Optimization exercise on an open flow, not production practice. RTL: at most simulated, not proved equivalent. Power: default activity.

`flow/run.sh`:
```
#!/bin/bash
# synth_recipe.tcl (not shown) runs the flow's synth.tcl, then flattens the netlist and writes it again
# the make line also repeats each setting of config.mk as NAME=value (left out here)
make -C /OpenROAD-flow-scripts/flow DESIGN_CONFIG=/design/flow/config.mk WORK_HOME=/design/flow/orfs CLKGATE_MAP_FILE= SYNTH_SCRIPT=/design/flow/synth_recipe.tcl finish
```
`flow/config.mk`:
```
export PLATFORM = sky130hd
export DESIGN_NAME = spi_mem_slave
export DESIGN_NICKNAME = spi_mem_slave
export VERILOG_FILES = /design/flow/design.v
export SDC_FILE = /design/flow/constraint.sdc
export NUM_CORES = 4
export LEC_CHECK = 0
export CAP_MARGIN = 20
export CORE_MARGIN = 2
export CORE_UTILIZATION = 50
export SLEW_MARGIN = 20
```
`flow/constraint.sdc`:
```
create_clock -name core_clock -period 5.5 [get_ports {clk}]
set_input_delay 1.1000 -clock core_clock [delete_from_list [all_inputs] [get_ports {clk}]]
set_output_delay 1.1000 -clock core_clock [all_outputs]
set_load 0.01 [all_outputs]
```
`flow/design.v`:
```
`timescale 1ns/1ps
`default_nettype none
module spi_mem_slave #(
  parameter int         ADDR_W    = 8,
  parameter logic [7:0] ID_BYTE   = 8'hA5,
  parameter             INIT_FILE = ""
) (
  input  logic       clk,
  input  logic       resetn,
  input  logic       spi_sck,
  input  logic       spi_cs,
  input  logic       spi_mosi,
  output logic       spi_miso,
  output logic       busy,
  output logic [7:0] last_cmd,
  output logic       xfer_done
);
  localparam logic [7:0] c_CMD_READ  = 8'h03;
  localparam logic [7:0] c_CMD_WRITE = 8'h02;
  localparam logic [7:0] c_CMD_ID    = 8'h9F;
  typedef enum logic [2:0] {
    S_IDLE   = 3'd0,
    S_CMD    = 3'd1,
    S_ADDR   = 3'd2,
    S_RD     = 3'd3,
    S_WR     = 3'd4,
    S_ID     = 3'd5,
    S_IGNORE = 3'd6
  } state_t;
  state_t r_state;
  state_t w_state_nxt;
  logic              r_sck_m, r_sck_s, r_sck_d;
  logic              r_cs_m, r_cs_s;
  logic              r_mosi_m, r_mosi_s;
  logic [2:0]        r_bit_cnt;
  logic [6:0]        r_rx_sr;
  logic [6:0]        r_tx_sr;
  logic              r_miso;
  logic              r_load_pend;
  logic [7:0]        r_addr;
  logic [7:0]        r_last_cmd;
  logic              r_xfer_done;
  logic [7:0]        r_rd_data;
  logic       w_rise, w_fall, w_active, w_byte_done, w_mem_we;
  logic [7:0] w_rx_byte, w_tx_src;
  assign w_rise      = r_sck_s & ~r_sck_d;
  assign w_fall      = ~r_sck_s & r_sck_d;
  assign w_active    = ~r_cs_s & (r_state != S_IDLE);
  assign w_byte_done = w_active & w_rise & (r_bit_cnt == 3'd7);
  assign w_rx_byte   = {r_rx_sr, r_mosi_s};
  assign w_mem_we    = w_byte_done & (r_state == S_WR);
  assign w_tx_src    = (r_state == S_ID) ? ID_BYTE : r_rd_data;
  assign spi_miso  = r_miso;
  assign busy      = ~r_cs_s;
  assign last_cmd  = r_last_cmd;
  assign xfer_done = r_xfer_done;
  always_ff @(posedge clk or negedge resetn) begin
    if (!resetn) begin
      r_sck_m  <= 1'b0;
      r_sck_s  <= 1'b0;
      r_sck_d  <= 1'b0;
      r_cs_m   <= 1'b1;
      r_cs_s   <= 1'b1;
      r_mosi_m <= 1'b0;
      r_mosi_s <= 1'b0;
    end else begin
      r_sck_m  <= spi_sck;
      r_sck_s  <= r_sck_m;
      r_sck_d  <= r_sck_s;
      r_cs_m   <= spi_cs;
      r_cs_s   <= r_cs_m;
      r_mosi_m <= spi_mosi;
      r_mosi_s <= r_mosi_m;
    end
  end
  always_ff @(posedge clk or negedge resetn) begin
    if (!resetn) r_state <= S_IDLE;
    else         r_state <= w_state_nxt;
  end
  always_comb begin
    w_state_nxt = r_state;
    if (r_cs_s) begin
      w_state_nxt = S_IDLE;
    end else begin
      case (r_state)
        S_IDLE: w_state_nxt = S_CMD;
        S_CMD: begin
          if (w_byte_done) begin
            case (w_rx_byte)
              c_CMD_READ, c_CMD_WRITE: w_state_nxt = S_ADDR;
              c_CMD_ID:                w_state_nxt = S_ID;
              default:                 w_state_nxt = S_IGNORE;
            endcase
          end
        end
        S_ADDR: begin
          if (w_byte_done)
            w_state_nxt = (r_last_cmd == c_CMD_READ) ? S_RD : S_WR;
        end
        default: w_state_nxt = r_state;
      endcase
    end
  end
  always_ff @(posedge clk or negedge resetn) begin
    if (!resetn) begin
      r_bit_cnt   <= 3'd0;
      r_rx_sr     <= 7'd0;
      r_tx_sr     <= 7'd0;
      r_miso      <= 1'b0;
      r_load_pend <= 1'b0;
      r_addr      <= '0;
      r_last_cmd  <= 8'h00;
      r_xfer_done <= 1'b0;
    end else begin
      r_xfer_done <= r_cs_s & (r_state != S_IDLE);
      if (!w_active) begin
        r_bit_cnt   <= 3'd0;
        r_tx_sr     <= 7'd0;
        r_miso      <= 1'b0;
        r_load_pend <= 1'b0;
      end else begin
        if (w_rise) begin
          r_rx_sr   <= w_rx_byte[6:0];
          r_bit_cnt <= r_bit_cnt + 3'd1;
          if (r_bit_cnt == 3'd7) begin
            case (r_state)
              S_CMD: begin
                r_last_cmd  <= w_rx_byte;
                r_load_pend <= (w_rx_byte == c_CMD_ID);
              end
              S_ADDR: begin
                r_addr      <= w_rx_byte;
                r_load_pend <= (r_last_cmd == c_CMD_READ);
              end
              S_RD, S_ID: r_load_pend <= 1'b1;
              S_WR:       r_addr <= r_addr + 8'd1;
              default: ;
            endcase
          end
        end
        if (w_fall) begin
          if (r_state == S_RD || r_state == S_ID) begin
            if (r_load_pend) begin
              r_tx_sr     <= w_tx_src[6:0];
              r_miso      <= w_tx_src[7];
              r_load_pend <= 1'b0;
              if (r_state == S_RD) r_addr <= r_addr + 8'd1;
            end else begin
              r_tx_sr <= {r_tx_sr[5:0], 1'b0};
              r_miso  <= r_tx_sr[6];
            end
          end else begin
            r_miso <= 1'b0;
          end
        end
      end
    end
  end
  logic [3:0] r_phase;         
  logic [7:0] r_wa, r_wd;      
  logic [3:0] r_sp;            
  logic [15:0][7:0] w_buf;
  logic       w_addr_rise4, w_addr_hi, w_wslot, w_ld, w_ld_sel;
  logic [3:0] w_ph1;
  assign w_ph1        = r_phase + 4'd1;
  assign w_addr_rise4 = w_active & w_rise & (r_bit_cnt == 3'd3) & (r_state == S_ADDR);
  assign w_addr_hi    = (r_state == S_ADDR) & r_bit_cnt[2];
  assign w_wslot      = (r_phase == ~r_wa[7:4]);
  assign w_ld         = (r_sp[2:0] == 3'd0);
  assign w_ld_sel     = r_sp[3];
  always_ff @(posedge clk) begin
    r_phase <= w_ph1;
    if (w_mem_we) begin
      r_wa <= r_addr;
      r_wd <= w_rx_byte;
    end
    if (w_addr_rise4)   r_sp <= {r_rx_sr[2:0], r_mosi_s} + w_ph1;
    else if (w_addr_hi) r_sp <= r_sp + 4'd1;
    else                r_sp <= r_addr[7:4] + w_ph1;
    if (!w_addr_hi) r_rd_data <= w_buf[r_addr[3:0]];
  end
  for (genvar n = 0; n < 16; n++) begin : g_ring
    logic [127:0] r_ring;      
    logic [7:0]   w_in;
    logic [7:0]   r_buf;       
    assign w_in = (w_wslot && r_wa[3:0] == 4'(n)) ? r_wd : r_ring[127:120];
    always_ff @(posedge clk) begin
      r_ring <= {r_ring[119:0], w_in};
      if (w_ld) r_buf <= w_ld_sel ? r_ring[71:64] : r_ring[7:0];
    end
    assign w_buf[n] = r_buf;
  end
endmodule
`default_nettype wire
```
==> flow_summary.yaml, run 1 <==
logic_synthesis:
  yosysMostFrequentCell: "dfxtp_1"
  ys.flop_type: "dfxtp_1"
  synth_seq_cells: 2254
  ys_types: 56
  syn_area_um2: 52500
  ys_warn_count: 1
  synthCells: 2834
  synth_edf_count: 152
  synth_common_cells: "2056 x dfxtp_1, 271 x mux2_2, 152 x edfxtp_1, 44 x dfrtp_1, 40 x mux4_2"
  synth_area_leaders: "dfxtp_1 78%, edfxtp_1 8.7%, mux2_2 5.8%"
  seq_area_frac_synth_pct: 89.3
  yosysTopAreaCell: "dfxtp_1"
  async_flop_share_pct: 2.04
  synth_nets: 2854
  synth_top_area_share_pct: 78.4
  avgSynthCellArea_um2: 18.5
sta:
  setup_tns_ns: 0
  skew_ns: 0.0244
  hold_ws_ns: 0.313
  post-route-period-util_pct: 58.0
  setup_ws_ns: 2.31
  hold_violations: 0
  finalWorstPathRequiredPeriod_ns: 3.19
  fmaxAchievable_mhz: 313
  setup_viol: 0
  tightest_slew_ns: 1.07
  relSlewSlack_pct: 28.6
  rsz0062_at_grt: "false"
  drv_slew: 0
cells_and_area:
  fin_area_um2: 61100
  final_core_util_pct: 58.9
  finalNetCount: 3037
  fillerInstances: 7503
  final_layout_size_suffix_gt1_share_pct: 21.2
  syn2layout_area_growth_pct: 16.5
route:
  drt-initial-drc-count: 986
  dr.pass1.iters: 5
  via_per_inst: 4.42
  drc_errors: 0
  ant_nets: 0
  vias: 20200
  wl_per_cell_um: 17.8
  routed_wl_um: 81400
floorplan:
  coreArea_um2: 104000
  start_util_pct: 50.6
  die_height_um: 328
  ios: 16
  die_w_um: 328
  die-area_um2: 108000
  num_rows: 118
worst_hold_path:
  hold_depth: 0
  hold_start: "g_ring[14].r_ring[18]"
  holdPathEnd: "g_ring[14].r_ring[26]"
  hp-class: "reg -> reg"
global_route:
  grt_util_all_layers_pct: 15.5
  grt_overflow_total: 0
  grt_max_degree: 57
  antenna_found_initial: 9
  grt_first_pass_wirelength_um: 127000
  grt_pass1_vias: 21400
placement:
  pre_cts_slack_ns: 2.91
  portBuffers: 15
  postPlaceCellArea_um2: 54300
  dp_hpwl_um: 45700
  routabilityCongestion: 0.781
job:
  maxCapViolCount: 0
power:
  peakVddDrop_v: 0.000331
  p_leak_uw: 0.0248
  pwr_density_cell_nw_per_um2: 505
worst_setup_path:
  critPathArrivalTime_ns: 2.09
  cp_slowest_cell: "dfstp_2"
  cp-end-kind: "output port"
  crit_type: "reg -> out"
  start_kind: "flip-flop"
  worst-path-max-fanout: 8
  rrSetupSlack_ns: 3.02
  critPathRequiredTime_ns: 4.40
  crit_path_cell_trace: "clkinv_1 > clkdlybuf4s50_1"
  worstRegToRegCells: 3
  max_stage_delay_ns: 0.58
  reg2reg_from: "r_addr[0]"
  reg2reg_to: "r_rd_data[3]"
outcome:
  status: "timing/DRC/antenna clean"
cts:
  clock-sinks: 2254
  clk_pin_slew_ns: 0.06
  clk_latency_ns: 0.76
  cts_root_buf: "clkbuf_16"
  clockBufferDepth: 3
  postCtsHoldBufs: 0
  cts_made_buffers: 196
  cts_tree: "built"
  htreeDepth: 4
  cts_resized: 0
  post_cts_buffers: 0
## metrics by stage
step	total power (µW)	cells
global placement	17400	4196
global route	31900	4565
detailed placement	17400	4197
floorplan	17200	2834
CTS	31200	4563
finish	30900	4566
## worst max-delay path, delay by kind of cell (launching register included)
family / cells / cell delay (ns)
buffers and inverters: 2 / 0.75
DFF: 1 / 0.58
## kinds of logic after synthesis
kind of cell	after synthesis	share of synthesized area, %
compound gates	68	0.794
xor+xnor	15	0.250
fa+ha+maj	15	0.386
buf+inv	57	0.453
flops	2254	89.3
mux	312	7.55
simple gates	113	1.25
## sequential cells by signal (all words and copies together), names as in the netlist, 3 cells and up
name and count:
r_rd_data 8, r_bit_cnt 3, r_addr 8, g_ring.r_ring 2048
r_sp 4, r_phase 4, g_ring.r_buf 128, r_rx_sr 7
r_wa 8, r_wd 8, r_last_cmd 8, r_tx_sr 7
r_state 3
## report_power, final
group | total, µW | switching, µW | internal, µW
Combinational | 283 | 169 | 114
Sequential | 16700 | 119 | 16600
Clock | 13800 | 5710 | 8140
## per-layer routing
metal	wire length [µm]	vias to the layer above	track usage, %
met1	41000	9934	22.6
met5	13	-	0
met4	1950	2	5.76
met3	3420	142	3.48
li1	-	9772	-
met2	35000	350	22.8
## area by class of cell
type | instances | area (µm²) | area share [%]
Inverter | 10 | 37.5 | 0.0614
Sequential cell | 2254 | 46900 | 76.7
Tap cell | 1380 | 1730 | 2.82
Timing Repair Buffer | 32 | 308 | 0.504
Antenna cell | 1 | 2.50 | 0.00409
Clock buffer | 294 | 6000 | 9.82
Multi-Input combinational cell | 523 | 5380 | 8.80
Clock inverter | 72 | 781 | 1.28
## how the worst max path moves through the flow
stage | startpoint | endpoint | slack (ns)
global placement | r_phase[0] | g_ring[14].r_ring[1] | 2.96
CTS | r_cs_s | busy | 2.26
floorplan | r_sp[0] | g_ring[0].r_buf[0] | 1.20
global route | r_cs_s | busy | 2.22
finish | r_cs_s | busy | 2.31
detailed placement | r_bit_cnt[0] | r_addr[2] | 2.91
## cells in the final DEF (no fill, tap or decap), types with 4 or more instances in the layout
cell type / instances
xor2_1: 9
inv_6: 4
and2_1: 5
clkdlybuf4s50_1: 14
dfxtp_1: 2055
nor3b_1: 6
buf_4: 15
clkbuf_1: 41
clkinv_2: 34
nor2b_1: 10
a21oi_1: 17
inv_4: 6
o22ai_1: 4
nor2_1: 24
nand2_2: 9
clkbuf_8: 43
nand2_1: 23
clkinv_1: 6
a31oi_1: 4
o21ai_0: 22
bufinv_16: 12
mux4_2: 40
dfrtp_1: 42
xnor2_1: 6
clkbuf_16: 210
inv_1: 9
a22o_1: 5
and3_1: 6
ha_1: 13
edfxtp_1: 152
clkinv_8: 4
mux2_2: 271
nand3_1: 6
==> run 2, diff against run 1 <==
--- a/flow/design.v
+++ b/flow/design.v
@@ -31,6 +31,7 @@
   state_t w_state_nxt;
   logic              r_sck_m, r_sck_s, r_sck_d;
   logic              r_cs_m, r_cs_s;
+  logic              r_busy;        
   logic              r_mosi_m, r_mosi_s;
   logic [2:0]        r_bit_cnt;
   logic [6:0]        r_rx_sr;
@@ -51,7 +52,7 @@
   assign w_mem_we    = w_byte_done & (r_state == S_WR);
   assign w_tx_src    = (r_state == S_ID) ? ID_BYTE : r_rd_data;
   assign spi_miso  = r_miso;
-  assign busy      = ~r_cs_s;
+  assign busy      = r_busy;
   assign last_cmd  = r_last_cmd;
   assign xfer_done = r_xfer_done;
   always_ff @(posedge clk or negedge resetn) begin
@@ -61,6 +62,7 @@
       r_sck_d  <= 1'b0;
       r_cs_m   <= 1'b1;
       r_cs_s   <= 1'b1;
+      r_busy   <= 1'b0;
       r_mosi_m <= 1'b0;
       r_mosi_s <= 1'b0;
     end else begin
@@ -69,6 +71,7 @@
       r_sck_d  <= r_sck_s;
       r_cs_m   <= spi_cs;
       r_cs_s   <= r_cs_m;
+      r_busy   <= ~r_cs_m;
       r_mosi_m <= spi_mosi;
       r_mosi_s <= r_mosi_m;
     end
@@ -156,27 +159,26 @@
       end
     end
   end
-  logic [3:0] r_phase;         
+  logic [3:0] r_q;             
   logic [7:0] r_wa, r_wd;      
-  logic [3:0] r_sp;            
+  logic [3:0] r_wh1;           
+  logic [3:0] r_bh;            
   logic [15:0][7:0] w_buf;
-  logic       w_addr_rise4, w_addr_hi, w_wslot, w_ld, w_ld_sel;
-  logic [3:0] w_ph1;
-  assign w_ph1        = r_phase + 4'd1;
+  logic       w_addr_rise4, w_addr_hi, w_wslot, w_ld0, w_ld8;
   assign w_addr_rise4 = w_active & w_rise & (r_bit_cnt == 3'd3) & (r_state == S_ADDR);
   assign w_addr_hi    = (r_state == S_ADDR) & r_bit_cnt[2];
-  assign w_wslot      = (r_phase == ~r_wa[7:4]);
-  assign w_ld         = (r_sp[2:0] == 3'd0);
-  assign w_ld_sel     = r_sp[3];
+  assign w_wslot      = (r_wh1 == r_q);
+  assign w_ld0        = (r_bh == r_q);
+  assign w_ld8        = (r_bh == {~r_q[3], r_q[2:0]});
   always_ff @(posedge clk) begin
-    r_phase <= w_ph1;
+    r_q <= r_q - 4'd1;
     if (w_mem_we) begin
-      r_wa <= r_addr;
-      r_wd <= w_rx_byte;
+      r_wa  <= r_addr;
+      r_wh1 <= r_addr[7:4] + 4'd1;
+      r_wd  <= w_rx_byte;
     end
-    if (w_addr_rise4)   r_sp <= {r_rx_sr[2:0], r_mosi_s} + w_ph1;
-    else if (w_addr_hi) r_sp <= r_sp + 4'd1;
-    else                r_sp <= r_addr[7:4] + w_ph1;
+    if (w_addr_rise4)  r_bh <= {r_rx_sr[2:0], r_mosi_s};
+    else if (!w_addr_hi) r_bh <= r_addr[7:4];
     if (!w_addr_hi) r_rd_data <= w_buf[r_addr[3:0]];
   end
   for (genvar n = 0; n < 16; n++) begin : g_ring
@@ -186,7 +188,8 @@
     assign w_in = (w_wslot && r_wa[3:0] == 4'(n)) ? r_wd : r_ring[127:120];
     always_ff @(posedge clk) begin
       r_ring <= {r_ring[119:0], w_in};
-      if (w_ld) r_buf <= w_ld_sel ? r_ring[71:64] : r_ring[7:0];
+      r_buf  <= ({8{w_ld0}} & r_ring[7:0]) | ({8{w_ld8}} & r_ring[71:64]) |
+                ({8{~(w_ld0 | w_ld8)}} & r_buf);
     end
     assign w_buf[n] = r_buf;
   end
--- a/flow/config.mk
+++ b/flow/config.mk
@@ -8,4 +8,5 @@
 export CAP_MARGIN = 20
 export CORE_MARGIN = 2
 export CORE_UTILIZATION = 50
+export SETUP_SLACK_MARGIN = 3.5
 export SLEW_MARGIN = 20
==> run 2 against run 1 <==
Compared with the run above:
- critical path depth is 1 lower
- power is 2.3% lower
- first-iteration DRC count is 47% higher
- sequential share of layout area is 2.7 points lower
- non-clock buffer count is 51 higher
- clock-buffer cell count is 4 lower
- highest routed layer unchanged
==> flow_summary.yaml, run 2 <==
cells_and_area:
  regMostFlops: "g_ring.r_ring"
  largestRegisters: "g_ring.r_ring: 2048 flops, g_ring.r_buf: 128 flops"
  n_antenna_cell: 0
  final_layout_size_suffix_gt1_share_pct: 18.8
  largest_reg_flops: 2048
  syn2layout_area_growth_pct: 18.1
  final_common_cell: "dfxtp_1"
  finalNetCount: 3304
  fin_cells: 4835
  layout_common_cells: "2177 x dfxtp_1, 200 x clkbuf_16, 141 x nand2_1"
global_route:
  grt_max_degree: 133
  antenna_found_initial: 6
  grt_util_all_layers_pct: 16.7
  grt_pass1_vias: 22800
  grt_first_pass_wirelength_um: 136000
  grt_overflow_total: 0
cts:
  cts_root_buf: "clkbuf_16"
  htreeDepth: 4
  clk_latency_ns: 0.77
  clock-sinks: 2255
  clk_pin_slew_ns: 0.06
  postCtsHoldBufs: 0
  clockBufferDepth: 3
  cts_tree: "built"
  cts_made_buffers: 193
worst_setup_path:
  reg2reg_from: "r_addr[0]"
  critPathArrivalTime_ns: 1.39
  worst-path-max-fanout: 2
  cp-end-kind: "output port"
  crit_path_cell_trace: "buf_6"
  start_kind: "flip-flop"
  critPathBufInv: 1
  reg2reg_to: "r_rd_data[2]"
  cp_slowest_cell: "dfrtp_2"
  crit_type: "reg -> out"
  crit_family: "flip-flops"
  worstRegToRegCells: 4
  critPathRequiredTime_ns: 4.40
  rrSetupSlack_ns: 3.38
  max_stage_delay_ns: 0.47
logic_synthesis:
  synth_edf_count: 28
  ys.flop_type: "dfxtp_1"
  ys_warn_count: 1
  syn_area_um2: 52300
  synth_common_cells: "2180 x dfxtp_1, 146 x mux2_2, 141 x nand2_1, 138 x o21ai_0, 129 x mux2i_1"
  yosysMostFrequentCell: "dfxtp_1"
  synthCells: 3088
  async_flop_share_pct: 2.08
  synth_seq_cells: 2255
  synth_nets: 3099
  yosysTopAreaCell: "dfxtp_1"
  synth_area_leaders: "dfxtp_1 84%, mux2_2 3.1%, mux2i_1 2.5%"
  avgSynthCellArea_um2: 16.9
  seq_area_frac_synth_pct: 87.4
  synth_top_area_share_pct: 83.5
  ys_types: 64
power:
  peakVddDrop_v: 0.000420
  combinationalPowerShare_pct: 0.3
  switching_power_uw: 5830
  power.internal_uw: 24300
  pwr_density_cell_nw_per_um2: 488
  p_seq_share_pct: 54.6
  p_leak_uw: 0.0243
  netSwitchingFraction_pct: 19.4
  clockPowerShare_pct: 45.1
placement:
  dp_hpwl_um: 49100
  dp_cells: 4424
  portBuffers: 15
  routabilityCongestion: 0.786
job:
  maxCapViolCount: 0
route:
  routed_wl_um: 88600
  via_per_inst: 4.53
  drc_errors: 0
  drt-initial-drc-count: 1447
  wl_met1_um: 43100
  dr.pass1.iters: 5
  wl_per_cell_um: 18.3
  top_layer: "met5"
  vias: 21900
  ant_nets: 0
  route.met2.wl_um: 38400
  dr_wl_met3_um: 3740
sta:
  fmaxAchievable_mhz: 402
  drv_slew: 0
  hold_violations: 0
  finalWorstPathRequiredPeriod_ns: 2.49
  relSlewSlack_pct: 45.6
  setup_viol: 0
  tightest_slew_ns: 0.817
  rsz0062_at_grt: "true"
  setup_tns_ns: 0
  skew_ns: 0.0228
  post-route-period-util_pct: 45.3
floorplan:
  die_w_um: 327
  die-area_um2: 107000
  start_util_pct: 50.4
  die_height_um: 327
  num_rows: 118
  ios: 16
  coreArea_um2: 104000
outcome:
  status: "timing/DRC/antenna clean"
worst_hold_path:
  holdPathEnd: "g_ring[1].r_ring[69]"
  hp-class: "reg -> reg"
  hold_start: "g_ring[1].r_ring[61]"
  hold_depth: 0
-- run 2: how the worst max path moves through the flow --
stage,start,endpoint,slack (ns),depth (start not counted)
after floorplan,r_addr[1],r_rd_data[0],3.51,4
after detailed placement,r_addr[0],r_rd_data[1],2.83,3
final,r_miso,spi_miso,3.01,1
after global placement,r_addr[0],r_rd_data[5],2.90,3
after CTS,r_xfer_done,xfer_done,2.95,1
after global routing,r_xfer_done,xfer_done,2.96,1
-- run 2: timing repair --
action | in CTS | in global routing
buffers inserted | 26 | 20
cloned | 6 | 2
gates resized for setup | 106 | 63
endpoints found under the setup margin | 316 | 270
pin swaps | 7 | 8
-- run 2: layer usage --
| layer | up-vias | global-route usage [%] |
|---|---|---|
| met1 | 10700 | 23.4 |
| met3 | 195 | 3.85 |
| met4 | 2 | 7.78 |
| met5 | - | 0 |
| met2 | 397 | 24.8 |
| li1 | 10600 | - |
-- run 2: cell type report --
cell class | instances | area, µm²
Sequential cell | 2255 | 45700
Fill cell | 7663 | 41900
Multi-Input combinational cell | 746 | 6690
Clock buffer | 290 | 5830
Tap cell | 1380 | 1730
Timing Repair Buffer | 83 | 1020
Clock inverter | 67 | 742
Inverter | 14 | 52.6
-- run 2: logic make-up after synthesis --
kind of cell / Yosys count / synth area share (%)
AO/OA/AOI/OAI: 191 / 2.10
XOR/XNOR: 15 / 0.251
adder cells (fa/ha/maj): 6 / 0.144
buffers and inverters: 89 / 0.735
flip-flops: 2255 / 87.4
multiplexers: 315 / 7.34
AND/OR/NAND/NOR: 217 / 2.06
-- run 2: power by group through the flow --
stage	combinational [µW]	sequential, µW	clock, µW
final	79.4	16500	13600
after floorplan	56.2	16800	0
after global placement	69.9	16800	0
after detailed placement	72.9	16800	0
after global routing	88.0	16400	14500
after CTS	77.8	16400	13900
-- run 2: per-stage QoR --
step	power [µW]	hold slack [ns]	setup slack, ns	area (µm²)	utilization [%]
2_1_floorplan	16800	0.310	3.51	52300	-
3_3_place_gp	16900	0.310	2.90	54000	52.1
3_5_place_dp	16900	0.312	2.83	54000	52.1
4_1_cts	30400	0.309	2.95	61200	59.1
5_1_grt	31100	0.308	2.96	61700	59.6
6_report	30100	0.303	3.01	61700	59.6
==> run 3, diff against run 2 <==
--- a/flow/config.mk
+++ b/flow/config.mk
@@ -8,5 +8,7 @@
 export CAP_MARGIN = 20
 export CORE_MARGIN = 2
 export CORE_UTILIZATION = 50
+export CTS_CLUSTER_DIAMETER = 100
+export CTS_CLUSTER_SIZE = 32
 export SETUP_SLACK_MARGIN = 3.5
 export SLEW_MARGIN = 20
==> run 3 against run 2 <==
Compared with the run above:
- critical endpoint unchanged
- first-iteration DRC count decreased by 13%
- sequential power about the same
- register-to-register slack improved by 0.05 ns
- critical path type unchanged
- via count decreased by 4.8%
- still clean
- largest power group unchanged
- routed wire length decreased by 4.4%
- non-clock buffer count decreased by 7
==> flow_summary.yaml, run 3 <==
outcome:
  status: "timing/DRC/antenna clean"
logic_synthesis:
  ys.flop_type: "dfxtp_1"
  yosysTopAreaCell: "dfxtp_1"
  avgSynthCellArea_um2: 16.9
  synth_seq_cells: 2255
  ys_warn_count: 1
  seq_area_frac_synth_pct: 87.4
  synth_edf_count: 28
  async_flop_share_pct: 2.08
  synth_nets: 3099
  synthCells: 3088
  yosysMostFrequentCell: "dfxtp_1"
  synth_common_cells: "2180 x dfxtp_1, 146 x mux2_2, 141 x nand2_1, 138 x o21ai_0, 129 x mux2i_1"
  synth_area_leaders: "dfxtp_1 84%, mux2_2 3.1%, mux2i_1 2.5%"
  syn_area_um2: 52300
  synth_top_area_share_pct: 83.5
  ys_types: 64
route:
  vias: 20900
  via_per_inst: 4.56
  routed_wl_um: 84700
  wl_per_cell_um: 18.5
  dr.pass1.iters: 5
  drt-initial-drc-count: 1266
  drc_errors: 0
  ant_nets: 0
floorplan:
  ios: 16
  coreArea_um2: 104000
  die_height_um: 327
  die-area_um2: 107000
  start_util_pct: 50.4
  die_w_um: 327
  num_rows: 118
cells_and_area:
  finalNetCount: 3184
  regMostFlops: "g_ring.r_ring"
  syn2layout_area_growth_pct: 9.53
  final_layout_size_suffix_gt1_share_pct: 12.9
  largestRegisters: "g_ring.r_ring: 2048 flops, g_ring.r_buf: 128 flops"
  final_common_cell: "dfxtp_1"
  final_core_util_pct: 55.2
  largest_reg_flops: 2048
  n_antenna_cell: 0
  layout_common_cells: "2176 x dfxtp_1, 141 x nand2_1, 138 x o21ai_0"
cts:
  clockBufferDepth: 3
  cts_tree: "built"
  cts_made_buffers: 80
  clock-sinks: 2255
  htreeDepth: 3
  cts_root_buf: "clkbuf_16"
  clk_latency_ns: 0.70
  clk_pin_slew_ns: 0.12
placement:
  dp_hpwl_um: 49100
  routabilityCongestion: 0.786
  pre_cts_slack_ns: 2.83
  portBuffers: 15
worst_setup_path:
  crit_family: "flip-flops"
  cp-end-kind: "output port"
  max_stage_delay_ns: 0.49
  worst-path-max-fanout: 2
  crit_type: "reg -> out"
  cp_slowest_cell: "dfrtp_2"
  critPathArrivalTime_ns: 1.34
  crit_path_cell_trace: "buf_6"
  start_kind: "flip-flop"
  critPathRequiredTime_ns: 4.40
  critPathBufInv: 1
sta:
  tightest_slew_ns: 0.804
  relSlewSlack_pct: 46.4
  hold_violations: 0
  skew_ns: 0.0289
  finalWorstPathRequiredPeriod_ns: 2.44
  setup_viol: 0
  setup_ws_ns: 3.06
  fmaxAchievable_mhz: 410
  hold_ws_ns: 0.312
  rsz0062_at_grt: "true"
  post-route-period-util_pct: 44.4
  drv_slew: 0
  setup_tns_ns: 0
global_route:
  grt_util_all_layers_pct: 15.7
  grt_max_degree: 133
  antenna_found_initial: 6
  grt_first_pass_wirelength_um: 128000
  grt_overflow_total: 0
  grt_pass1_vias: 21100
power:
  pwr_density_cell_nw_per_um2: 416
  p_leak_uw: 0.0220
  peakVddDrop_v: 0.000314
  p_total_uw: 23800
worst_hold_path:
  hp-class: "reg -> reg"
job:
  maxCapViolCount: 0
[run 3: cell count changes in the layout (fill, tap and decap cells not counted), moves of 5 or more]
cell and change:
bufinv_16 -11, clkbuf_1 -27, clkbuf_16 -112, clkbuf_8 -53, clkinv_2 -32, clkinv_4 -5, inv_6 -5, mux2_2 -6
mux2_4 +6
[run 3: worst paths after layout]
path / from / end / slack (ns) / cells after the start
setup / recovery: r_miso / spi_miso / 3.06 / 1
max in group asynchronous: resetn / r_state[2] / 4.58 / 1
setup reg to reg: r_addr[0] / r_addr[6] / 3.43 / 7
hold / removal: g_ring[7].r_ring[56] / g_ring[7].r_ring[64] / 0.31 / 0
hold reg to reg: g_ring[7].r_ring[56] / g_ring[7].r_ring[64] / 0.31 / 0
min in group asynchronous: resetn / r_last_cmd[7] / 0.42 / 1
[run 3: per-stage QoR]
step	instance area, µm²	cells
6_report	57200	4572
5_1_grt	57200	4572
4_1_cts	56700	4550
3_5_place_dp	54000	4424
3_3_place_gp	54000	4424
2_1_floorplan	52300	3088
[run 3: cell type report]
class	instances	area [µm²]
Clock inverter	4	41.3
Inverter	14	52.6
Timing Repair Buffer	76	877
Tap cell	1380	1730
Multi-Input combinational cell	746	6690
Clock buffer	97	2170
Sequential cell	2255	45700
Fill cell	8090	46400
[run 3: metal layers]
metal | global-route usage (%) | up-vias | wire, µm
li1 | - | 10200 | -
met1 | 22.8 | 10200 | 42500
met2 | 23.4 | 281 | 36100
met3 | 3.14 | 165 | 3170
met4 | 6.01 | 2 | 2970
met5 | 0 | - | 11
[run 3: repair_timing]
item / in CTS / in global routing
resized for setup: 101 / 68
hold endpoints to repair: 0 / 0
setup endpoints to repair: 320 / 253
hold buffers: 0 / 0
cloned: 4 / 3
pin swaps: 7 / 10
buffers inserted: 21 / 19
[run 3: logic make-up after synthesis]
group,share of synthesized area [%]
muxes,7.34
and+or+nand+nor,2.06
xor gates and xnor gates,0.251
DFF,87.4
buffers and inverters,0.735
AOI/OAI and AO/OA,2.10
adders and majority gates,0.144
[run 3: power breakdown]
group / switching [µW] / total, µW / internal, µW
clock network: 4470 / 7310 / 2840
logic: 43.0 / 78.9 / 36.0
registers: 61.8 / 16400 / 16400
[run 3: worst register-to-register path: stages (launching register included)]
cell and delay, ns:
dfrtp_4 0.59, buf_12 0.16, buf_16 0.13, ha_1 0.23, and3_4 0.20, and2_1 0.17, a32o_1 0.26, a22o_1 0.23
==> run 4, diff against run 3 <==
--- a/flow/config.mk
+++ b/flow/config.mk
@@ -7,7 +7,7 @@
 export LEC_CHECK = 0
 export CAP_MARGIN = 20
 export CORE_MARGIN = 2
-export CORE_UTILIZATION = 50
+export CORE_UTILIZATION = 70
 export CTS_CLUSTER_DIAMETER = 100
 export CTS_CLUSTER_SIZE = 32
 export SETUP_SLACK_MARGIN = 3.5
==> run 4 against run 3 <==
Compared with the run above:
- synthesized cell count stayed put
- synthesized area stayed put
- via count is 0.67% higher
- highest routed layer is now met4
- non-clock buffer count is 6 lower
- sequential power hardly changed
- critical path type unchanged
- sequential cell count stayed put
- first-iteration DRC count is 3.8% higher
- largest power group unchanged
- critical endpoint is now xfer_done
- clock-buffer cell count is 6 lower
- still clean on timing, DRC and antenna
==> flow_summary.yaml, run 4 <==
worst_setup_path:
  crit_type: "reg -> out"
  critPathRequiredTime_ns: 4.40
  critPathLaunch: "r_xfer_done"
  worstRegToRegCells: 3
  start_kind: "flip-flop"
  worst-path-max-fanout: 1
  reg2reg_from: "r_addr[0]"
  cp-end-kind: "output port"
  critPathBufInv: 1
  crit_cells: 1
  max_stage_delay_ns: 0.48
  cp_slowest_cell: "dfrtp_2"
  critPathArrivalTime_ns: 1.29
  crit_path_cell_trace: "buf_6"
  crit_family: "flip-flops"
sta:
  fmaxAchievable_mhz: 419
  finalWorstPathRequiredPeriod_ns: 2.39
  skew_ns: 0.0330
  setup_tns_ns: 0
  drv_slew: 0
  setup_viol: 0
  hold_violations: 0
  rsz0062_at_grt: "true"
  relSlewSlack_pct: 34.9
  post-route-period-util_pct: 43.4
  hold_ws_ns: 0.310
  tightest_slew_ns: 0.977
cells_and_area:
  finalNetCount: 3179
  largestRegisters: "g_ring.r_ring: 2048 flops, g_ring.r_buf: 128 flops"
  final_layout_size_suffix_gt1_share_pct: 12.6
  final_common_cell: "dfxtp_1"
  fin_cells: 4152
  layout_common_cells: "2176 x dfxtp_1, 141 x nand2_1, 138 x o21ai_0"
  regMostFlops: "g_ring.r_ring"
  syn2layout_area_growth_pct: 8.29
  largest_reg_flops: 2048
route:
  drt-initial-drc-count: 1314
  dr_wl_met3_um: 3580
  via_per_inst: 5.06
  drc_errors: 0
  wl_per_cell_um: 21.0
  dr.pass1.iters: 5
  routed_wl_um: 87100
  route.met2.wl_um: 39300
  vias: 21000
  ant_nets: 0
  top_layer: "met4"
  wl_met1_um: 42500
logic_synthesis:
  async_flop_share_pct: 2.08
  synth_area_leaders: "dfxtp_1 84%, mux2_2 3.1%, mux2i_1 2.5%"
  syn_area_um2: 52300
  ys_warn_count: 1
  synth_simple_gate_area_share_pct: 2.06
  yosysTopAreaCell: "dfxtp_1"
  seq_area_frac_synth_pct: 87.4
  ys_types: 64
  synth_compound_area_share_pct: 2.10
  avgSynthCellArea_um2: 16.9
  synthXorXnorAreaFrac_pct: 0.251
  synth_seq_cells: 2255
  synth_top_area_share_pct: 83.5
  synth_mux_area_share_pct: 7.34
  yosysMostFrequentCell: "dfxtp_1"
  synth_common_cells: "2180 x dfxtp_1, 146 x mux2_2, 141 x nand2_1, 138 x o21ai_0, 129 x mux2i_1"
  synth_edf_count: 28
  synth_nets: 3099
  synth_fa_ha_area_share_pct: 0.144
  synthCells: 3088
  synth_top_family_by_area: "multiplexers"
  ys.flop_type: "dfxtp_1"
cts:
  cts_root_buf: "clkbuf_16"
  cts_made_buffers: 80
  htreeDepth: 3
  clock-sinks: 2255
  clockBufferDepth: 3
  clk_pin_slew_ns: 0.12
  cts_tree: "built"
  postCtsHoldBufs: 0
  clk_latency_ns: 0.67
outcome:
  status: "timing/DRC/antenna clean"
worst_hold_path:
  hold_start: "g_ring[15].r_ring[61]"
  hold_depth: 0
  hp-class: "reg -> reg"
job:
  maxCapViolCount: 0
global_route:
  antenna_found_initial: 4
  grt_first_pass_wirelength_um: 131000
  grt_pass1_vias: 21300
  grt_util_all_layers_pct: 22.6
  grt_overflow_total: 0
  grt_max_degree: 171
placement:
  portBuffers: 15
  routabilityCongestion: 0.888
  dp_hpwl_um: 48900
  dp_cells: 4010
floorplan:
  die-area_um2: 76900
  ios: 16
  num_rows: 100
  coreArea_um2: 74200
  start_util_pct: 70.4
  die_w_um: 277
  die_height_um: 277
power:
  peakVddDrop_v: 0.000389
  pwr_density_cell_nw_per_um2: 419
  p_leak_uw: 0.0220
[run 4: per-stage QoR]
stage | total power, µW | utilization (%) | area, µm² | worst slack, ns
after floorplan | 16800 | - | 52300 | 3.51
after global placement | 16900 | 72.1 | 53500 | 2.92
after detailed placement | 16900 | 72.1 | 53500 | 2.87
after CTS | 23800 | 75.6 | 56100 | 3.08
after global routing | 24400 | 76.3 | 56600 | 3.06
final | 23700 | 76.3 | 56600 | 3.11
[run 4: what timing repair did]
item | in CTS | in global routing
pin swaps | 6 | 4
resized for setup | 102 | 62
endpoints found under the setup margin | 319 | 261
buffers inserted | 23 | 13
gates cloned | 4 | 5
[run 4: report_power, final]
| part | total [µW] | switching [µW] | internal (µW) |
|---|---|---|---|
| registers | 16400 | 59.7 | 16400 |
| logic | 79.6 | 44.1 | 35.4 |
| clock network | 7190 | 4460 | 2730 |
| total | 23700 | 4570 | 19100 |
[run 4: area by class of cell]
class | count | area (µm²)
Timing Repair Buffer | 70 | 823
Antenna cell | 2 | 5.00
Multi-Input combinational cell | 747 | 6700
Sequential cell | 2255 | 45700
Fill cell | 4335 | 17600
Inverter | 14 | 52.6
Tap cell | 969 | 1210
Clock inverter | 4 | 61.3
Clock buffer | 91 | 2060
[run 4: worst register-to-register path, stage by stage, from the launching register on]
cell     delay, ns
dfrtp_4       0.59
buf_12        0.16
mux4_2        0.59
mux4_2        0.51
[run 4: cell families after synthesis]
group	after synthesis
AO/OA/AOI/OAI	191
XOR/XNOR	15
adder cells (fa/ha/maj)	6
buffers and inverters	89
flip-flops	2255
multiplexers	315
AND/OR/NAND/NOR	217
[run 4: final timing paths]
path / endpoint / slack (ns)
min in group asynchronous: r_last_cmd[1] / 0.44
worst max register to register: r_rd_data[4] / 3.40
worst max-delay path: xfer_done / 3.11
worst min register to register: g_ring[15].r_ring[69] / 0.31
max in group asynchronous: r_addr[1] / 4.58
worst min-delay path: g_ring[15].r_ring[69] / 0.31
[run 4: per-layer routing]
layer  vias to the layer above  track usage, %
li1                      10200               -
met1                     10300            33.9
met2                       364            35.2
met3                       121            3.38
met4                         0            5.21
met5                         -               0
==> run 5, diff against run 4 <==
--- a/flow/config.mk
+++ b/flow/config.mk
@@ -8,7 +8,5 @@
 export CAP_MARGIN = 20
 export CORE_MARGIN = 2
 export CORE_UTILIZATION = 70
-export CTS_CLUSTER_DIAMETER = 100
-export CTS_CLUSTER_SIZE = 32
 export SETUP_SLACK_MARGIN = 3.5
 export SLEW_MARGIN = 20
==> run 5 against run 4 <==
Compared with the run above:
- still clean
- global-route usage is 2.3 points higher
- design area increased by 7.6%
- synthesized area is the same
- clock-buffer cell count is 193 higher
- first-iteration DRC count up 5.5%
- power up 27%
- non-clock buffer count rose by 6
- sequential share of layout area down 5.7 points
- via count up 6.3%
- worst hold slack got worse by 0.0036 ns
- critical path type unchanged
- critical endpoint unchanged
- largest cell class unchanged
- largest power group unchanged
==> flow_summary.yaml, run 5 <==
floorplan:
  die_w_um: 277
  die-area_um2: 76900
  num_rows: 100
  start_util_pct: 70.4
  die_height_um: 277
  coreArea_um2: 74200
  ios: 16
power:
  switching_power_uw: 5920
  pwr_density_cell_nw_per_um2: 493
  clockPowerShare_pct: 45.0
  p_total_uw: 30000
  p_leak_uw: 0.0242
  netSwitchingFraction_pct: 19.7
  peakVddDrop_v: 0.000371
  p_seq_share_pct: 54.8
  power.internal_uw: 24100
  combinationalPowerShare_pct: 0.3
cells_and_area:
  n_antenna_cell: 0
  largestRegisters: "g_ring.r_ring: 2048 flops, g_ring.r_buf: 128 flops"
  layout_common_cells: "2176 x dfxtp_1, 197 x clkbuf_16, 141 x nand2_1"
  final_layout_size_suffix_gt1_share_pct: 18.2
  syn2layout_area_growth_pct: 16.5
  largest_reg_flops: 2048
  regMostFlops: "g_ring.r_ring"
  final_common_cell: "dfxtp_1"
  finalNetCount: 3295
logic_synthesis:
  ys_warn_count: 1
  synthCells: 3088
  ys.flop_type: "dfxtp_1"
  async_flop_share_pct: 2.08
  synth_seq_cells: 2255
  synth_compound_area_share_pct: 2.10
  synth_edf_count: 28
  synth_nets: 3099
  synth_common_cells: "2180 x dfxtp_1, 146 x mux2_2, 141 x nand2_1, 138 x o21ai_0, 129 x mux2i_1"
  synthXorXnorAreaFrac_pct: 0.251
  synth_fa_ha_area_share_pct: 0.144
  synth_top_area_share_pct: 83.5
  seq_area_frac_synth_pct: 87.4
  syn_area_um2: 52300
  synth_simple_gate_area_share_pct: 2.06
  synth_mux_area_share_pct: 7.34
  yosysMostFrequentCell: "dfxtp_1"
  yosysTopAreaCell: "dfxtp_1"
  synth_area_leaders: "dfxtp_1 84%, mux2_2 3.1%, mux2i_1 2.5%"
  avgSynthCellArea_um2: 16.9
  synth_top_family_by_area: "multiplexers"
  ys_types: 64
placement:
  dp_hpwl_um: 48900
  portBuffers: 15
  routabilityCongestion: 0.888
global_route:
  grt_overflow_total: 0
  antenna_found_initial: 7
  grt_first_pass_wirelength_um: 144000
  use_met2_pct: 39.5
  met3_usage_pct: 4.17
  grt_pass1_vias: 23600
  grt_busiest_layer: "met2"
  met1_usage_pct: 35.4
  grt_util_all_layers_pct: 24.9
  grt_max_degree: 171
worst_setup_path:
  crit_type: "reg -> out"
  crit_family: "flip-flops"
  cp_slowest_cell: "dfrtp_2"
  critPathRequiredTime_ns: 4.40
  critPathArrivalTime_ns: 1.34
  crit_path_cell_trace: "buf_6"
  worst-path-max-fanout: 1
  cp-end-kind: "output port"
  max_stage_delay_ns: 0.47
  critPathBufInv: 1
  start_kind: "flip-flop"
sta:
  hold_ws_ns: 0.307
  rsz0062_at_grt: "true"
  hold_violations: 0
  tightest_slew_ns: 1.05
  setup_viol: 0
  skew_ns: 0.0377
  drv_slew: 0
  relSlewSlack_pct: 30.3
  fmaxAchievable_mhz: 409
  post-route-period-util_pct: 44.4
  setup_tns_ns: 0
  finalWorstPathRequiredPeriod_ns: 2.44
cts:
  cts_root_buf: "clkbuf_16"
  cts_tree: "built"
  cts_made_buffers: 188
  clk_pin_slew_ns: 0.07
  clockBufferDepth: 3
  htreeDepth: 4
  clock-sinks: 2255
  clk_latency_ns: 0.76
route:
  dr.pass1.iters: 5
  drt-initial-drc-count: 1386
  routed_wl_um: 96000
  via_per_inst: 5.07
  wl_per_cell_um: 21.8
  ant_nets: 0
  drc_errors: 0
  vias: 22300
worst_hold_path:
  hp-class: "reg -> reg"
job:
  maxCapViolCount: 0
outcome:
  status: "timing/DRC/antenna clean"
[run 5: cell types whose count changed in the layout (fill, tap and decap cells not counted), sizes merged]
cell	before	now
buf	62	70
bufinv	0	10
clkbuf	96	287
clkinv	2	38
clkinvlp	0	2
diode	2	0
inv	16	25
nand3	16	18
[run 5: logic make-up (layout without fill, tap and decap cells)]
| group | count (synthesis) | count (layout) |
|---|---|---|
| AO/OA/AOI/OAI | 191 | 191 |
| buffers and inverters | 89 | 435 |
| flip-flops | 2255 | 2255 |
| multiplexers | 315 | 315 |
| adder cells (fa/ha/maj) | 6 | 6 |
| XOR/XNOR | 15 | 15 |
| AND/OR/NAND/NOR | 217 | 222 |
[run 5: power groups by stage]
stage                     Sequential [µW]  Clock (µW)  Combinational [µW]
after floorplan                     16800           0                56.2
after global placement              16800           0                69.0
after detailed placement            16800           0                72.0
after CTS                           16400       13700                78.8
after global routing                16400       14400                87.0
final                               16400       13500                79.6
[run 5: cell type report]
cell class	count	area, µm²
Timing Repair Buffer	76	791
Sequential cell	2255	45700
Inverter	14	52.6
Fill cell	3601	13300
Clock inverter	61	767
Clock buffer	284	5690
Tap cell	969	1210
Multi-Input combinational cell	749	6710
[run 5: path summary, 6_finish.rpt]
path / depth (start not counted) / to / slack (ns) / start
max in group asynchronous: 1 / r_addr[0] / 4.65 / resetn
hold reg to reg: 0 / g_ring[11].r_ring[114] / 0.31 / g_ring[11].r_ring[106]
min in group asynchronous: 1 / r_last_cmd[1] / 0.35 / resetn
hold / removal: 0 / g_ring[11].r_ring[114] / 0.31 / g_ring[11].r_ring[106]
setup / recovery: 1 / xfer_done / 3.06 / r_xfer_done
setup reg to reg: 3 / g_ring[7].r_ring[3] / 3.39 / r_wa[3]
[run 5: repair_timing]
action | 4_1_cts | 5_1_grt
buffers inserted | 20 | 24
cloned | 4 | 5
pin swaps | 7 | 7
hold buffers | 0 | 0
resized for setup | 104 | 56
endpoints found under the setup margin | 320 | 290
endpoints found under the hold margin | 0 | 0
[run 5: per-stage QoR]
step	instances	worst slack (ns)	cell area [µm²]	utilization, %
floorplan	3088	3.51	52300	-
global placement	4010	2.92	53500	72.1
detailed placement	4010	2.87	53500	72.1
CTS	4379	3.03	60400	81.4
global route	4408	3.01	60900	82.1
finish	4408	3.06	60900	82.1
[run 5: per-layer routing]
metal  vias to the layer above  wire [µm]
met1                     11100      44500
met3                       171       4040
li1                      10600          -
met5                         -          0
met2                       462      44800
met4                         0       2660
==> run 6, diff against run 5 <==
--- a/flow/config.mk
+++ b/flow/config.mk
@@ -8,5 +8,7 @@
 export CAP_MARGIN = 20
 export CORE_MARGIN = 2
 export CORE_UTILIZATION = 70
+export CTS_CLUSTER_DIAMETER = 80
+export CTS_CLUSTER_SIZE = 24
 export SETUP_SLACK_MARGIN = 3.5
 export SLEW_MARGIN = 20
==> run 6 against run 5 <==
Compared with the run above:
- still clean
- register-to-register slack gained 0.04 ns
- synthesized cell count is the same
- core utilization shrank 5.1 points
- fmax grew 1.4%
- global-route usage shrank 2.5 points
- synthesized area is the same
==> flow_summary.yaml, run 6 <==
logic_synthesis:
  synth_nets: 3099
  synth_area_leaders: "dfxtp_1 84%, mux2_2 3.1%, mux2i_1 2.5%"
  ys_warn_count: 1
  seq_area_frac_synth_pct: 87.4
  avgSynthCellArea_um2: 16.9
  yosysTopAreaCell: "dfxtp_1"
  ys.flop_type: "dfxtp_1"
  async_flop_share_pct: 2.08
  synth_seq_cells: 2255
  ys_types: 64
  yosysMostFrequentCell: "dfxtp_1"
  syn_area_um2: 52300
  synthCells: 3088
  synth_common_cells: "2180 x dfxtp_1, 146 x mux2_2, 141 x nand2_1, 138 x o21ai_0, 129 x mux2i_1"
  synth_edf_count: 28
  synth_top_area_share_pct: 83.5
cts:
  clock-sinks: 2255
  cts_root_buf: "clkbuf_16"
  cts_tree: "built"
  clk_pin_slew_ns: 0.10
  clk_latency_ns: 0.69
  cts_made_buffers: 103
  clockBufferDepth: 3
  htreeDepth: 3
floorplan:
  die_w_um: 277
  start_util_pct: 70.4
  ios: 16
  die_height_um: 277
  coreArea_um2: 74200
  die-area_um2: 76900
  num_rows: 100
placement:
  dp_hpwl_um: 48900
  dp_cells: 4010
  routabilityCongestion: 0.888
  portBuffers: 15
worst_setup_path:
  start_kind: "flip-flop"
  worstRegToRegCells: 7
  critPathBufInv: 1
  cp-end-kind: "output port"
  max_stage_delay_ns: 0.48
  worst-path-max-fanout: 1
  cp_slowest_cell: "dfrtp_2"
  crit_family: "flip-flops"
  crit_path_cell_trace: "buf_6"
  critPathRequiredTime_ns: 4.40
  crit_cells: 1
  crit_type: "reg -> out"
  critPathArrivalTime_ns: 1.31
sta:
  tightest_slew_ns: 0.893
  drv_slew: 0
  setup_viol: 0
  finalWorstPathRequiredPeriod_ns: 2.41
  relSlewSlack_pct: 40.5
  hold_violations: 0
  rsz0062_at_grt: "true"
  skew_ns: 0.0209
  setup_tns_ns: 0
  fmaxAchievable_mhz: 415
  post-route-period-util_pct: 43.8
route:
  via_per_inst: 5.08
  routed_wl_um: 87700
  drt-initial-drc-count: 1333
  ant_nets: 0
  drc_errors: 0
  vias: 21200
  dr.pass1.iters: 5
  wl_per_cell_um: 21.0
global_route:
  met1_usage_pct: 33.7
  grt_busiest_layer: "met2"
  grt_max_degree: 171
  met3_usage_pct: 3.23
  antenna_found_initial: 6
  grt_util_all_layers_pct: 22.4
  grt_overflow_total: 0
  use_met2_pct: 34.6
  grt_pass1_vias: 21600
  grt_first_pass_wirelength_um: 131000
power:
  pwr_density_cell_nw_per_um2: 430
  p_total_uw: 24600
  peakVddDrop_v: 0.000390
  p_leak_uw: 0.0222
outcome:
  status: "timing/DRC/antenna clean"
cells_and_area:
  regMostFlops: "g_ring.r_ring"
  final_common_cell: "dfxtp_1"
  largest_reg_flops: 2048
  syn2layout_area_growth_pct: 9.28
  final_layout_size_suffix_gt1_share_pct: 13.2
  fin_cells: 4179
  layout_common_cells: "2176 x dfxtp_1, 141 x nand2_1, 138 x o21ai_0"
  finalNetCount: 3203
  largestRegisters: "g_ring.r_ring: 2048 flops, g_ring.r_buf: 128 flops"
worst_hold_path:
  hp-class: "reg -> reg"
  hold_depth: 0
job:
  maxCapViolCount: 0
## run 6: power by group
part | internal (µW) | switching [µW] | total [µW] | leakage [µW]
clock network | 3480 | 4580 | 8060 | 0.00134
registers | 16400 | 59.1 | 16400 | 0.0185
logic | 35.5 | 44.4 | 79.9 | 0.00240
total | 19900 | 4690 | 24600 | 0.0222
## run 6: worst paths after layout
kind	start	end	slack, ns
worst max-delay path	r_xfer_done	xfer_done	3.09
max in group asynchronous	resetn	r_addr[0]	4.61
worst min-delay path	g_ring[15].r_ring[111]	g_ring[15].r_ring[119]	0.33
worst min register to register	g_ring[15].r_ring[111]	g_ring[15].r_ring[119]	0.33
min in group asynchronous	resetn	r_last_cmd[1]	0.42
worst max register to register	r_wh1[1]	g_ring[15].r_ring[1]	3.43
## run 6: layout make-up
cell class              instances  area, µm²
multi-input cells             747       6660
diodes                          3       7.51
well taps                     969       1210
inverters                      14       52.6
flip-flops and latches       2255      45700
clock inverters                 2       36.3
clock buffers                 118       2700
repair buffers                 71        766
fillers                      4249      17100
## run 6: worst register-to-register path, cell delays in order (launching register included)
cell      delay [ns]
edfxtp_1        0.43
xor2_2          0.18
nor4_4          0.29
buf_6           0.18
buf_6           0.12
nor3b_4         0.21
buf_12          0.18
mux2_2          0.37
## run 6: layer usage
| layer | part of all wire [%] | up-vias |
|---|---|---|
| met2 | 45 | 375 |
| met5 | 0 | - |
| met4 | 2.3 | 0 |
| met3 | 3.7 | 148 |
| met1 | 49 | 10500 |
| li1 | - | 10200 |
## run 6: kinds of logic after synthesis
logic type	synth area share, %
adder cells (fa/ha/maj)	0.144
AND/OR/NAND/NOR	2.06
flip-flops	87.4
XOR/XNOR	0.251
AO/OA/AOI/OAI	2.10
buffers and inverters	0.735
multiplexers	7.34
## run 6: repair_timing
action / 4_1_cts / 5_1_grt
gates resized for setup: 98 / 56
hold buffers: 0 / 0
buffers inserted: 21 / 18
endpoints found under the setup margin: 317 / 229
cloned: 3 / 4
pin swaps: 6 / 4
## run 6: per-stage QoR
stage	hold slack, ns	area [µm²]	setup WS [ns]	util, %
global route	0.327	57100	3.05	77.0
global placement	0.309	53500	2.92	72.1
CTS	0.317	56600	3.07	76.3
finish	0.325	57100	3.09	77.0
detailed placement	0.312	53500	2.87	72.1
floorplan	0.310	52300	3.51	-
==> run 7, diff against run 6 <==
--- a/flow/config.mk
+++ b/flow/config.mk
@@ -7,8 +7,8 @@
 export LEC_CHECK = 0
 export CAP_MARGIN = 20
 export CORE_MARGIN = 2
-export CORE_UTILIZATION = 70
+export CORE_UTILIZATION = 80
 export CTS_CLUSTER_DIAMETER = 80
 export CTS_CLUSTER_SIZE = 24
-export SETUP_SLACK_MARGIN = 3.5
+export SETUP_SLACK_MARGIN = 3.2
 export SLEW_MARGIN = 20
==> run 7 against run 6 <==
Compared with the run above:
- still clean
- sequential cell count unchanged
- synthesized area unchanged
- critical path depth up 4
- clock power up 8.1%
- sequential power about the same
- worst hold slack worse by 0.015 ns
- critical path type is now reg -> reg
- critical endpoint is now g_ring[5].r_ring[3]
- largest cell class unchanged
==> flow_summary.yaml, run 7 <==
worst_hold_path:
  hold_depth: 0
  hold_start: "g_ring[7].r_ring[30]"
  holdPathEnd: "g_ring[7].r_ring[38]"
  hp-class: "reg -> reg"
logic_synthesis:
  async_flop_share_pct: 2.08
  synth_seq_cells: 2255
  synth_edf_count: 28
  synthCells: 3088
  avgSynthCellArea_um2: 16.9
  yosysTopAreaCell: "dfxtp_1"
  ys_warn_count: 1
  yosysMostFrequentCell: "dfxtp_1"
  synth_nets: 3099
  synth_common_cells: "2180 x dfxtp_1, 146 x mux2_2, 141 x nand2_1, 138 x o21ai_0, 129 x mux2i_1"
  synth_area_leaders: "dfxtp_1 84%, mux2_2 3.1%, mux2i_1 2.5%"
  syn_area_um2: 52300
  synth_top_area_share_pct: 83.5
  seq_area_frac_synth_pct: 87.4
  ys.flop_type: "dfxtp_1"
  ys_types: 64
power:
  p_leak_uw: 0.0221
  peakVddDrop_v: 0.000463
  pwr_density_cell_nw_per_um2: 447
global_route:
  grt_pass1_vias: 25800
  grt_first_pass_wirelength_um: 177000
  grt_overflow_total: 0
  antenna_found_initial: 21
  grt_max_degree: 129
  grt_util_all_layers_pct: 36.7
cells_and_area:
  fillerInstances: 2014
  largest_reg_flops: 2048
  regMostFlops: "g_ring.r_ring"
  final_common_cell: "dfxtp_1"
  finalNetCount: 3193
  syn2layout_area_growth_pct: 8.16
  largestRegisters: "g_ring.r_ring: 2048 flops, g_ring.r_buf: 128 flops"
  layout_common_cells: "2179 x dfxtp_1, 146 x mux2_2, 141 x nand2_1"
  final_layout_size_suffix_gt1_share_pct: 12.5
placement:
  portBuffers: 15
  routabilityCongestion: 0.881
  dp_hpwl_um: 57100
  pre_cts_slack_ns: 3.00
route:
  route.met2.wl_um: 66000
  dr.pass1.iters: 9
  ant_nets: 0
  wl_met1_um: 46900
  drt-initial-drc-count: 3182
  wl_per_cell_um: 33.1
  dr_wl_met3_um: 11200
  routed_wl_um: 134000
  drc_errors: 0
  vias: 24800
  via_per_inst: 6.11
  top_layer: "met5"
sta:
  skew_ns: 0.0280
  setup_ws_ns: 2.84
  post-route-period-util_pct: 48.5
  fmaxAchievable_mhz: 375
  rsz0062_at_grt: "true"
  drv_slew: 0
  setup_tns_ns: 0
  setup_viol: 0
  relSlewSlack_pct: 40.7
  finalWorstPathRequiredPeriod_ns: 2.66
  tightest_slew_ns: 0.886
  hold_violations: 0
cts:
  clk_latency_ns: 0.72
  clock-sinks: 2255
  clk_pin_slew_ns: 0.11
  cts_root_buf: "clkbuf_16"
  cts_made_buffers: 103
  htreeDepth: 3
  clockBufferDepth: 3
  cts_tree: "built"
worst_setup_path:
  critPathLaunch: "r_q[0]"
  reg2reg_from: "r_q[0]"
  rrSetupSlack_ns: 2.84
  worstRegToRegCells: 5
  start_kind: "flip-flop"
  critPathArrivalTime_ns: 3.26
  max_stage_delay_ns: 0.62
  critPathBufInv: 1
  cp_slowest_cell: "nor4_4"
  cp-end-kind: "flip-flop"
  reg2reg_to: "g_ring[5].r_ring[3]"
  crit_path_cell_trace: "xor2_1 > nor4_4 > buf_8 > nand3_2 > mux2_2"
  crit_type: "reg -> reg"
  crit_family: "simple AND/OR/NAND/NOR gates"
  worst-path-max-fanout: 16
  critPathRequiredTime_ns: 6.10
floorplan:
  ios: 16
  num_rows: 93
  start_util_pct: 81.1
  die_height_um: 260
  die_w_um: 260
  coreArea_um2: 64500
  die-area_um2: 67400
job:
  maxCapViolCount: 0
outcome:
  status: "timing/DRC/antenna clean"
[run 7: changes by cell type in the layout (fill, tap and decap cells not counted), moves of 5 or more]
cell,previous run,this run
mux2_2,119,146
mux2_4,27,0
nand3_4,12,2
nand3_2,1,10
buf_4,35,40
diode_2,3,8
[run 7: final cells by class]
cell class | count | area (µm²) | share of cell area, %
sequential | 2255 | 45700 | 80.8
multi-input combinational | 746 | 6390 | 11.3
clock buffer | 116 | 2670 | 4.72
tap | 855 | 1070 | 1.89
timing repair buffer | 62 | 569 | 1.01
clock inverter | 5 | 77.6 | 0.137
inverter | 14 | 52.6 | 0.0930
antenna | 8 | 20.0 | 0.0354
[run 7: metal layers]
layer / global-route usage [%] / vias up
li1: - / 10200
met2: 61.6 / 1598
met5: 0 / -
met4: 17.8 / 24
met3: 7.55 / 670
met1: 46.0 / 12300
[run 7: where the power goes]
group          switching (µW)  internal [µW]  total [µW]
clock                    5220           3490        8710
combinational            63.4           35.1        98.6
sequential               74.9          16400       16500
total                    5360          19900       25300
[run 7: through the flow]
step | instance area, µm² | util (%) | hold slack, ns | total power, µW | std cells
global placement | 53300 | 82.8 | 0.309 | 16900 | 3900
detailed placement | 53300 | 82.8 | 0.312 | 16900 | 3900
finish | 56500 | 87.7 | 0.310 | 25300 | 4061
CTS | 56300 | 87.4 | 0.314 | 24900 | 4037
global route | 56500 | 87.7 | 0.320 | 25700 | 4055
floorplan | 52300 | - | 0.310 | 16800 | 3088
[run 7: cell families after synthesis]
group / share of synthesized area [%]
AO/OA/AOI/OAI: 2.10
XOR/XNOR: 0.251
adder cells (fa/ha/maj): 0.144
buffers and inverters: 0.735
flip-flops: 87.4
multiplexers: 7.34
AND/OR/NAND/NOR: 2.06
[run 7: worst register-to-register path, stage by stage (launching register included)]
cell and delay [ns]:
dfxtp_1 0.52, xor2_1 0.20, nor4_4 0.62, buf_8 0.30, nand3_2 0.43, mux2_2 0.48
[run 7: how the worst max path moves through the flow]
| stage | slack, ns | to | cells past startpoint |
|---|---|---|---|
| floorplan | 3.36 | r_rd_data[1] | 4 |
| global placement | 3.08 | r_rd_data[2] | 3 |
| detailed placement | 3.00 | r_rd_data[5] | 3 |
| CTS | 2.95 | spi_miso | 1 |
| global route | 2.80 | g_ring[5].r_ring[3] | 5 |
| finish | 2.84 | g_ring[5].r_ring[3] | 5 |
[run 7: what timing repair did]
item,4_1_cts,5_1_grt
cloned,2,0
gates resized for setup,68,18
buffers inserted,14,16
setup endpoints to repair,195,159
pin swaps,2,1
hold buffers,0,0
==> run 8, diff against run 7 <==
--- a/flow/design.v
+++ b/flow/design.v
@@ -107,8 +107,6 @@
   always_ff @(posedge clk or negedge resetn) begin
     if (!resetn) begin
       r_bit_cnt   <= 3'd0;
-      r_rx_sr     <= 7'd0;
-      r_tx_sr     <= 7'd0;
       r_miso      <= 1'b0;
       r_load_pend <= 1'b0;
       r_addr      <= '0;
@@ -118,12 +116,10 @@
       r_xfer_done <= r_cs_s & (r_state != S_IDLE);
       if (!w_active) begin
         r_bit_cnt   <= 3'd0;
-        r_tx_sr     <= 7'd0;
         r_miso      <= 1'b0;
         r_load_pend <= 1'b0;
       end else begin
         if (w_rise) begin
-          r_rx_sr   <= w_rx_byte[6:0];
           r_bit_cnt <= r_bit_cnt + 3'd1;
           if (r_bit_cnt == 3'd7) begin
             case (r_state)
@@ -144,12 +140,10 @@
         if (w_fall) begin
           if (r_state == S_RD || r_state == S_ID) begin
             if (r_load_pend) begin
-              r_tx_sr     <= w_tx_src[6:0];
               r_miso      <= w_tx_src[7];
               r_load_pend <= 1'b0;
               if (r_state == S_RD) r_addr <= r_addr + 8'd1;
             end else begin
-              r_tx_sr <= {r_tx_sr[5:0], 1'b0};
               r_miso  <= r_tx_sr[6];
             end
           end else begin
@@ -159,9 +153,15 @@
       end
     end
   end
+  always_ff @(posedge clk) begin
+    if (w_active && w_rise) r_rx_sr <= w_rx_byte[6:0];
+    if (w_active && w_fall && (r_state == S_RD || r_state == S_ID))
+      r_tx_sr <= r_load_pend ? w_tx_src[6:0] : {r_tx_sr[5:0], 1'b0};
+  end
   logic [3:0] r_q;             
-  logic [7:0] r_wa, r_wd;      
+  logic [3:0] r_wa;            
   logic [3:0] r_wh1;           
+  logic [7:0] r_wd;            
   logic [3:0] r_bh;            
   logic [15:0][7:0] w_buf;
   logic       w_addr_rise4, w_addr_hi, w_wslot, w_ld0, w_ld8;
@@ -173,7 +173,7 @@
   always_ff @(posedge clk) begin
     r_q <= r_q - 4'd1;
     if (w_mem_we) begin
-      r_wa  <= r_addr;
+      r_wa  <= r_addr[3:0];
       r_wh1 <= r_addr[7:4] + 4'd1;
       r_wd  <= w_rx_byte;
     end
@@ -185,7 +185,7 @@
     logic [127:0] r_ring;      
     logic [7:0]   w_in;
     logic [7:0]   r_buf;       
-    assign w_in = (w_wslot && r_wa[3:0] == 4'(n)) ? r_wd : r_ring[127:120];
+    assign w_in = (w_wslot && r_wa == 4'(n)) ? r_wd : r_ring[127:120];
     always_ff @(posedge clk) begin
       r_ring <= {r_ring[119:0], w_in};
       r_buf  <= ({8{w_ld0}} & r_ring[7:0]) | ({8{w_ld8}} & r_ring[71:64]) |
--- a/flow/config.mk
+++ b/flow/config.mk
@@ -7,8 +7,8 @@
 export LEC_CHECK = 0
 export CAP_MARGIN = 20
 export CORE_MARGIN = 2
-export CORE_UTILIZATION = 80
+export CORE_UTILIZATION = 70
 export CTS_CLUSTER_DIAMETER = 80
 export CTS_CLUSTER_SIZE = 24
-export SETUP_SLACK_MARGIN = 3.2
+export SETUP_SLACK_MARGIN = 3.5
 export SLEW_MARGIN = 20
==> run 8 against run 7 <==
Compared with the run above:
- via count fell by 15%
- sequential power barely moved
- final cell count rose by 3.1%
- critical path depth fell by 4
- global-route usage fell by 15 points
- synthesized area fell by 0.30%
- worst setup slack improved by 0.26 ns
- critical path type is now reg -> out
==> flow_summary.yaml, run 8 <==
job:
  maxCapViolCount: 0
logic_synthesis:
  yosysTopAreaCell: "dfxtp_1"
  synth_edf_count: 42
  synth_area_leaders: "dfxtp_1 84%, mux2_2 3.0%, mux2i_1 2.5%"
  ys.flop_type: "dfxtp_1"
  synth_nets: 3089
  synth_common_cells: "2180 x dfxtp_1, 160 x nand2_1, 141 x o21ai_0, 138 x mux2_2, 129 x mux2i_1"
  seq_area_frac_synth_pct: 87.8
  synth_top_area_share_pct: 83.8
  async_flop_share_pct: 1.46
  synthCells: 3078
  yosysMostFrequentCell: "dfxtp_1"
  synth_seq_cells: 2255
route:
  drt-initial-drc-count: 1351
  vias: 21100
  drc_errors: 0
  via_per_inst: 5.04
  dr.pass1.iters: 5
  ant_nets: 0
  wl_per_cell_um: 20.4
worst_setup_path:
  cp-end-kind: "output port"
  worstRegToRegCells: 8
  critPathRequiredTime_ns: 4.40
  reg2reg_from: "r_wh1[3]"
  max_stage_delay_ns: 0.48
  crit_family: "flip-flops"
  rrSetupSlack_ns: 3.29
  start_kind: "flip-flop"
  reg2reg_to: "g_ring[13].r_ring[5]"
  crit_type: "reg -> out"
  critPathBufInv: 1
  crit_path_cell_trace: "buf_6"
  critPathArrivalTime_ns: 1.31
cts:
  cts_made_buffers: 103
  cts_root_buf: "clkbuf_16"
  clk_pin_slew_ns: 0.10
  postCtsHoldBufs: 0
placement:
  dp_cells: 4000
  routabilityCongestion: 0.853
  portBuffers: 15
  dp_hpwl_um: 48000
cells_and_area:
  finalNetCount: 3213
  fillerInstances: 4169
  final_common_cell: "dfxtp_1"
  largest_reg_flops: 2048
  largestRegisters: "g_ring.r_ring: 2048 flops, g_ring.r_buf: 128 flops"
  syn2layout_area_growth_pct: 10.1
  regMostFlops: "g_ring.r_ring"
  n_antenna_cell: 0
sta:
  relSlewSlack_pct: 41.0
  skew_ns: 0.0292
  drv_slew: 0
  setup_viol: 0
  tightest_slew_ns: 0.882
  fmaxAchievable_mhz: 416
  rsz0062_at_grt: "true"
  hold_violations: 0
  post-route-period-util_pct: 43.7
  finalWorstPathRequiredPeriod_ns: 2.41
floorplan:
  die_w_um: 277
  num_rows: 100
  start_util_pct: 70.3
  coreArea_um2: 74100
worst_hold_path:
  holdPathEnd: "g_ring[13].r_ring[106]"
  hold_depth: 0
global_route:
  grt_pass1_vias: 21500
  grt_util_all_layers_pct: 22.2
  grt_first_pass_wirelength_um: 129000
power:
  p_leak_uw: 0.0224
  pwr_density_cell_nw_per_um2: 427
outcome:
  status: "timing/DRC/antenna clean"
[run 8: changes by cell type after synthesis, sizes merged, moves of 6 or more]
cell,previous run,this run
mux2,146,140
edfxtp,28,42
nand2,141,160
nand3,13,7
dfrtp,45,31
[run 8: timing repair]
action | CTS | global route
resized for setup | 117 | 70
buffers inserted | 38 | 18
gates cloned | 6 | 2
pin swaps | 9 | 20
setup endpoints to repair | 317 | 192
[run 8: logic make-up (layout without fill, tap and decap cells)]
logic type | count (synthesis) | count (layout) | synth area share [%]
AO/OA/AOI/OAI | 179 | 179 | 1.93
adder cells (fa/ha/maj) | 6 | 6 | 0.144
multiplexers | 309 | 309 | 7.23
buffers and inverters | 90 | 226 | 0.735
flip-flops | 2255 | 2255 | 87.8
AND/OR/NAND/NOR | 225 | 230 | 1.96
XOR/XNOR | 14 | 14 | 0.235
[run 8: worst max path at each step]
stage / startpoint / endpoint / slack (ns) / cells past startpoint
after floorplan: r_state[2] / r_bh[0] / 3.52 / 7
after global placement: r_q[3] / g_ring[11].r_ring[5] / 2.79 / 5
after detailed placement: r_q[3] / g_ring[11].r_ring[3] / 2.73 / 5
after CTS: r_xfer_done / xfer_done / 3.07 / 1
after global routing: r_xfer_done / xfer_done / 3.06 / 1
final: r_xfer_done / xfer_done / 3.09 / 1
[run 8: cell type report]
type	count	area, µm²	share of cell area, %
well taps	969	1210	2.11
clock inverters	2	28.8	0.0502
clock buffers	120	2730	4.75
inverters	16	60.1	0.105
flip-flops and latches	2255	45800	79.7
multi-input cells	738	6570	11.5
repair buffers	88	1020	1.77
[run 8: metrics by stage]
stage                     hold WS (ns)  worst slack, ns  util [%]  total power, µW
final                            0.325             3.09      77.4            24500
after floorplan                  0.310             3.52         -            16800
after CTS                        0.323             3.07      76.7            24600
after global routing             0.332             3.06      77.4            25200
after detailed placement         0.312             2.73      72.0            16800
after global placement           0.310             2.79      72.0            16800
[run 8: routing by layer]
layer,up-vias,GRT usage [%],share of wire [%]
met1,10400,33.9,50
met4,2,7.20,2.6
met5,-,0,0.014
li1,10200,-,-
met2,390,33.2,44
met3,137,3.01,4.0
[run 8: power breakdown]
part	total (µW)	switching, µW	internal [µW]
Combinational	39.4	24.1	15.3
Clock	8080	4570	3510
Sequential	16400	10.4	16400
